This is an optimization exercise on Yosys and OpenROAD, whose aim is small area and a short achievable clock period, not a production implementation. Where RTL was checked, it was by simulation tests only, not by an equivalence proof against the original. Power is estimated from default activity; no workload was simulated.

==> module rs_alu, before the edit <==
module rs_alu (
  input  logic                 clk,
  input  logic                 rst,
  input  logic                 disp_valid,
  input  logic [TAG_W-1:0]     disp_src_a,
  input  logic [TAG_W-1:0]     disp_src_b,
  input  logic [TAG_W-1:0]     disp_dest,
  input  logic                 disp_rdy_a,
  input  logic                 disp_rdy_b,
  input  logic [DATA_W-1:0]    disp_imm,
  input  logic                 disp_dest_valid,
  input  logic [OP_W-1:0]      disp_alu_op,
  input  logic [SPECTAG_W-1:0] disp_spectag,
  input  logic                 disp_specbit,
  input  logic [AGE_W-1:0]     disp_age,
  input  logic [DLY_W-1:0]     disp_delay,
  input  logic                 br_valid,
  input  logic                 br_success,
  input  logic [SPECTAG_W-1:0] br_tag,
  output logic                 full,
  output logic                 issue_valid,
  output logic [TAG_W-1:0]     issue_src_a,
  output logic [TAG_W-1:0]     issue_src_b,
  output logic [TAG_W-1:0]     issue_dest,
  output logic [DATA_W-1:0]    issue_imm,
  output logic                 issue_dest_valid,
  output logic [OP_W-1:0]      issue_alu_op,
  output logic [SPECTAG_W-1:0] issue_spectag,
  output logic                 issue_specbit
);
  rs_pkg::rs_payload_t       disp_payload;
  logic [N_ENT*PL_W-1:0]     payloads;
  logic [N_ENT-1:0]          we;
  logic [N_ENT-1:0]          ready;
  logic [N_ENT-1:0]          busy;
  logic [N_ENT-1:0]          busy_nx;
  logic [N_ENT-1:0]          specbits;
  logic [N_ENT-1:0]          grant;
  logic                      any;
  logic [N_ENT*AGE_W-1:0]    ages;
  logic [TAG_W-1:0]          iss_dest;
  logic                      iss_dv;
  logic [DLY_W-1:0]          iss_dly;
  logic                      wk_valid;    
  logic                      wk_fast;     
  logic [DLY_W-1:0]          wk_load;
  always_comb
  begin
    disp_payload.src_a      = disp_src_a;
    disp_payload.src_b      = disp_src_b;
    disp_payload.imm        = disp_imm;
    disp_payload.dest       = disp_dest;
    disp_payload.dest_valid = disp_dest_valid;
    disp_payload.alu_op     = rs_pkg::alu_op_e'(disp_alu_op);
    disp_payload.spectag    = disp_spectag;
    disp_payload.age        = disp_age;
    disp_payload.delay      = disp_delay;
  end
  rs_alloc u_alloc (
    .disp_valid (disp_valid),
    .busy       (busy),
    .we         (we)
  );
  assign wk_load  = (iss_dly == '0) ? '0 : iss_dly - 1'b1;
  genvar g;
  generate
    for (g = 0; g < N_ENT; g++)
    begin : g_ent
      rs_entry u_ent (
        .clk        (clk),
        .rst        (rst),
        .we         (we[g]),
        .wr_payload (disp_payload),
        .wr_rdy_a   (disp_rdy_a),
        .wr_rdy_b   (disp_rdy_b),
        .wr_specbit (disp_specbit),
        .grant      (grant[g]),
        .ready      (ready[g]),
        .busy       (busy[g]),
        .busy_nx    (busy_nx[g]),
        .payload    (payloads[g*PL_W +: PL_W]),
        .specbit_o  (specbits[g]),
        .wk_valid   (wk_valid),
        .wk_tag     (iss_dest),
        .wk_fast    (wk_fast),
        .wk_load    (wk_load),
        .br_valid   (br_valid),
        .br_success (br_success),
        .br_tag     (br_tag)
      );
    end
  endgenerate
  always_comb
  begin
    for (int i = 0; i < N_ENT; i++)
    begin
      ages[i*AGE_W +: AGE_W] = payloads[i*PL_W+OFS_AGE +: AGE_W];
    end
  end
  rs_issue_select u_sel (
    .clk    (clk),
    .busy   (busy),
    .wr_age (disp_age),
    .ages   (ages),
    .ready  (ready),
    .grant  (grant),
    .any    (any)
  );
  always_ff @(posedge clk)
  begin
    if (!rst)
    begin
      issue_valid <= 1'b0;
      full        <= 1'b0;
    end
    else
    begin
      issue_valid <= any;
      full        <= !any && (&busy_nx);
    end
  end
  logic [N_ENT-1:0] iss_sel;       
  logic [N_ENT-1:0] iss_sel_imm;   
  logic [PL_W-1:0]  p;
  logic             sb;
  logic             gv;
  logic             gf;
  always_comb
  begin
    p  = '0;
    sb = 1'b0;
    gv = 1'b0;
    gf = 1'b0;
    for (int i = 0; i < N_ENT; i++)
    begin
      p  = p  | ({PL_W{grant[i]}} & payloads[i*PL_W +: PL_W]);
      sb = sb | (grant[i] & specbits[i]);
      gv = gv | (grant[i] & payloads[i*PL_W+OFS_DV]);
      gf = gf | (grant[i] & payloads[i*PL_W+OFS_DV] & (payloads[i*PL_W+OFS_DLY +: DLY_W] == '0));
    end
  end
  always_ff @(posedge clk)
  begin
    iss_sel       <= grant;
    iss_sel_imm   <= rst ? grant : '0;
    iss_dest      <= p[OFS_DEST +: TAG_W];
    iss_dv        <= p[OFS_DV];
    iss_dly       <= p[OFS_DLY +: DLY_W];
    issue_specbit <= sb;
    wk_valid      <= rst && gv;
    wk_fast       <= rst && gf;
  end
  always_comb
  begin
    issue_src_a   = '0;
    issue_src_b   = '0;
    issue_imm     = '0;
    issue_alu_op  = '0;
    issue_spectag = '0;
    for (int i = 0; i < N_ENT; i++)
    begin
      issue_src_a   = issue_src_a   | ({TAG_W{iss_sel[i]}}     & payloads[i*PL_W+OFS_SRCA +: TAG_W]);
      issue_src_b   = issue_src_b   | ({TAG_W{iss_sel[i]}}     & payloads[i*PL_W+OFS_SRCB +: TAG_W]);
      issue_imm     = issue_imm     | ({DATA_W{iss_sel_imm[i]}} & payloads[i*PL_W+OFS_IMM +: DATA_W]);
      issue_alu_op  = issue_alu_op  | ({OP_W{iss_sel[i]}}      & payloads[i*PL_W+OFS_OP +: OP_W]);
      issue_spectag = issue_spectag | ({SPECTAG_W{iss_sel[i]}} & payloads[i*PL_W+OFS_STAG +: SPECTAG_W]);
    end
  end
  assign issue_dest       = iss_dest;
  assign issue_dest_valid = iss_dv;
endmodule
clock: 7.5 ns
lec_check: 0
cap_margin: 20
core_margin: 2
core_utilization: 60
cts_buf_list: sky130_fd_sc_hd__clkbuf_16
cts_cluster_diameter: 100
cts_cluster_size: 20
setup_slack_margin: 5.0
slew_margin: 20
tns_end_percent: 0
standard.sh (not shown) runs the stock make flow with config.mk's settings and CLKGATE_MAP_FILE= SYNTH_SCRIPT=/design/flow/synth_recipe.tcl, a recipe that flattens the netlist after the stock synthesis.
==> flow/flow/run.sh <==
#!/bin/bash
# Standard layout, with plain buffers on the ports and sizing not tied to cell footprints.
set -euo pipefail
bash standard.sh BUFFER_PORTS_ARGS="-buffer_cell sky130_fd_sc_hd__buf_2" MATCH_CELL_FOOTPRINT=0 finish > flow_make.log 2>&1
Then changed:
--- a/flow/design.v
+++ b/flow/design.v
@@ -331,14 +331,12 @@
     else
     begin
       issue_valid <= any;
       full        <= !any && (&busy_nx);
     end
   end
-  logic [N_ENT-1:0] iss_sel;       
-  logic [N_ENT-1:0] iss_sel_imm;   
   logic [PL_W-1:0]  p;
   logic             sb;
   logic             gv;
   logic             gf;
   always_comb
   begin
@@ -353,34 +351,21 @@
       gv = gv | (grant[i] & payloads[i*PL_W+OFS_DV]);
       gf = gf | (grant[i] & payloads[i*PL_W+OFS_DV] & (payloads[i*PL_W+OFS_DLY +: DLY_W] == '0));
     end
   end
   always_ff @(posedge clk)
   begin
-    iss_sel       <= grant;
-    iss_sel_imm   <= rst ? grant : '0;
+    issue_src_a   <= p[OFS_SRCA +: TAG_W];
+    issue_src_b   <= p[OFS_SRCB +: TAG_W];
+    issue_imm     <= p[OFS_IMM +: DATA_W];
+    issue_alu_op  <= p[OFS_OP +: OP_W];
+    issue_spectag <= p[OFS_STAG +: SPECTAG_W];
     iss_dest      <= p[OFS_DEST +: TAG_W];
     iss_dv        <= p[OFS_DV];
     iss_dly       <= p[OFS_DLY +: DLY_W];
     issue_specbit <= sb;
     wk_valid      <= rst && gv;
     wk_fast       <= rst && gf;
   end
-  always_comb
-  begin
-    issue_src_a   = '0;
-    issue_src_b   = '0;
-    issue_imm     = '0;
-    issue_alu_op  = '0;
-    issue_spectag = '0;
-    for (int i = 0; i < N_ENT; i++)
-    begin
-      issue_src_a   = issue_src_a   | ({TAG_W{iss_sel[i]}}     & payloads[i*PL_W+OFS_SRCA +: TAG_W]);
-      issue_src_b   = issue_src_b   | ({TAG_W{iss_sel[i]}}     & payloads[i*PL_W+OFS_SRCB +: TAG_W]);
-      issue_imm     = issue_imm     | ({DATA_W{iss_sel_imm[i]}} & payloads[i*PL_W+OFS_IMM +: DATA_W]);
-      issue_alu_op  = issue_alu_op  | ({OP_W{iss_sel[i]}}      & payloads[i*PL_W+OFS_OP +: OP_W]);
-      issue_spectag = issue_spectag | ({SPECTAG_W{iss_sel[i]}} & payloads[i*PL_W+OFS_STAG +: SPECTAG_W]);
-    end
-  end
   assign issue_dest       = iss_dest;
   assign issue_dest_valid = iss_dv;
 endmodule
Result:
- The new run ran to the end with no violations
- non-clock buffer count went up by 99
- final area increases by 13%
- wire length rises by 12%
- power went up by 7.5%
- global-route usage came out higher by 1.3 points
- via count climbs by 11%
- sequential share of layout area went down by 4.8 points
For the second run of this note, only the layout was checked, not whether the RTL still works.

static timing again, ports no longer ideal:
The results above use ideal ports. As a check the final layouts listed here were re-extracted and re-timed, cells and wires unchanged.
Step 1 sets driving cells, clkbuf_16 on the clock port and buf_2 on the other inputs (assumed; they add their load-dependent delay and slew).
Step 2, shift: input delay + t, output delay - t, t = (earliest + latest rising clock arrival at the registers) / 2. This alone moves slack from input paths to output paths.
a / b / c = ideal / step 1 / step 2; a / b = the first two.
| run | t, ns | slack for setup (ns) | worst data-port slew with drivers (ns) | pins driven straight from the clock port |
|---|---|---|---|---|
| the first run | 0.633 | 4.256 / 4.197 / 3.823 | 0.07 | 1 |
| the second run | 0.655 | 4.444 / 4.444 / 3.922 | 0.10 | 1 |
After both steps setup and hold are still met in every run listed. The setup slack of the second run, which loses most, moves by 0.000 ns with the drivers and by -0.522 ns with both steps.
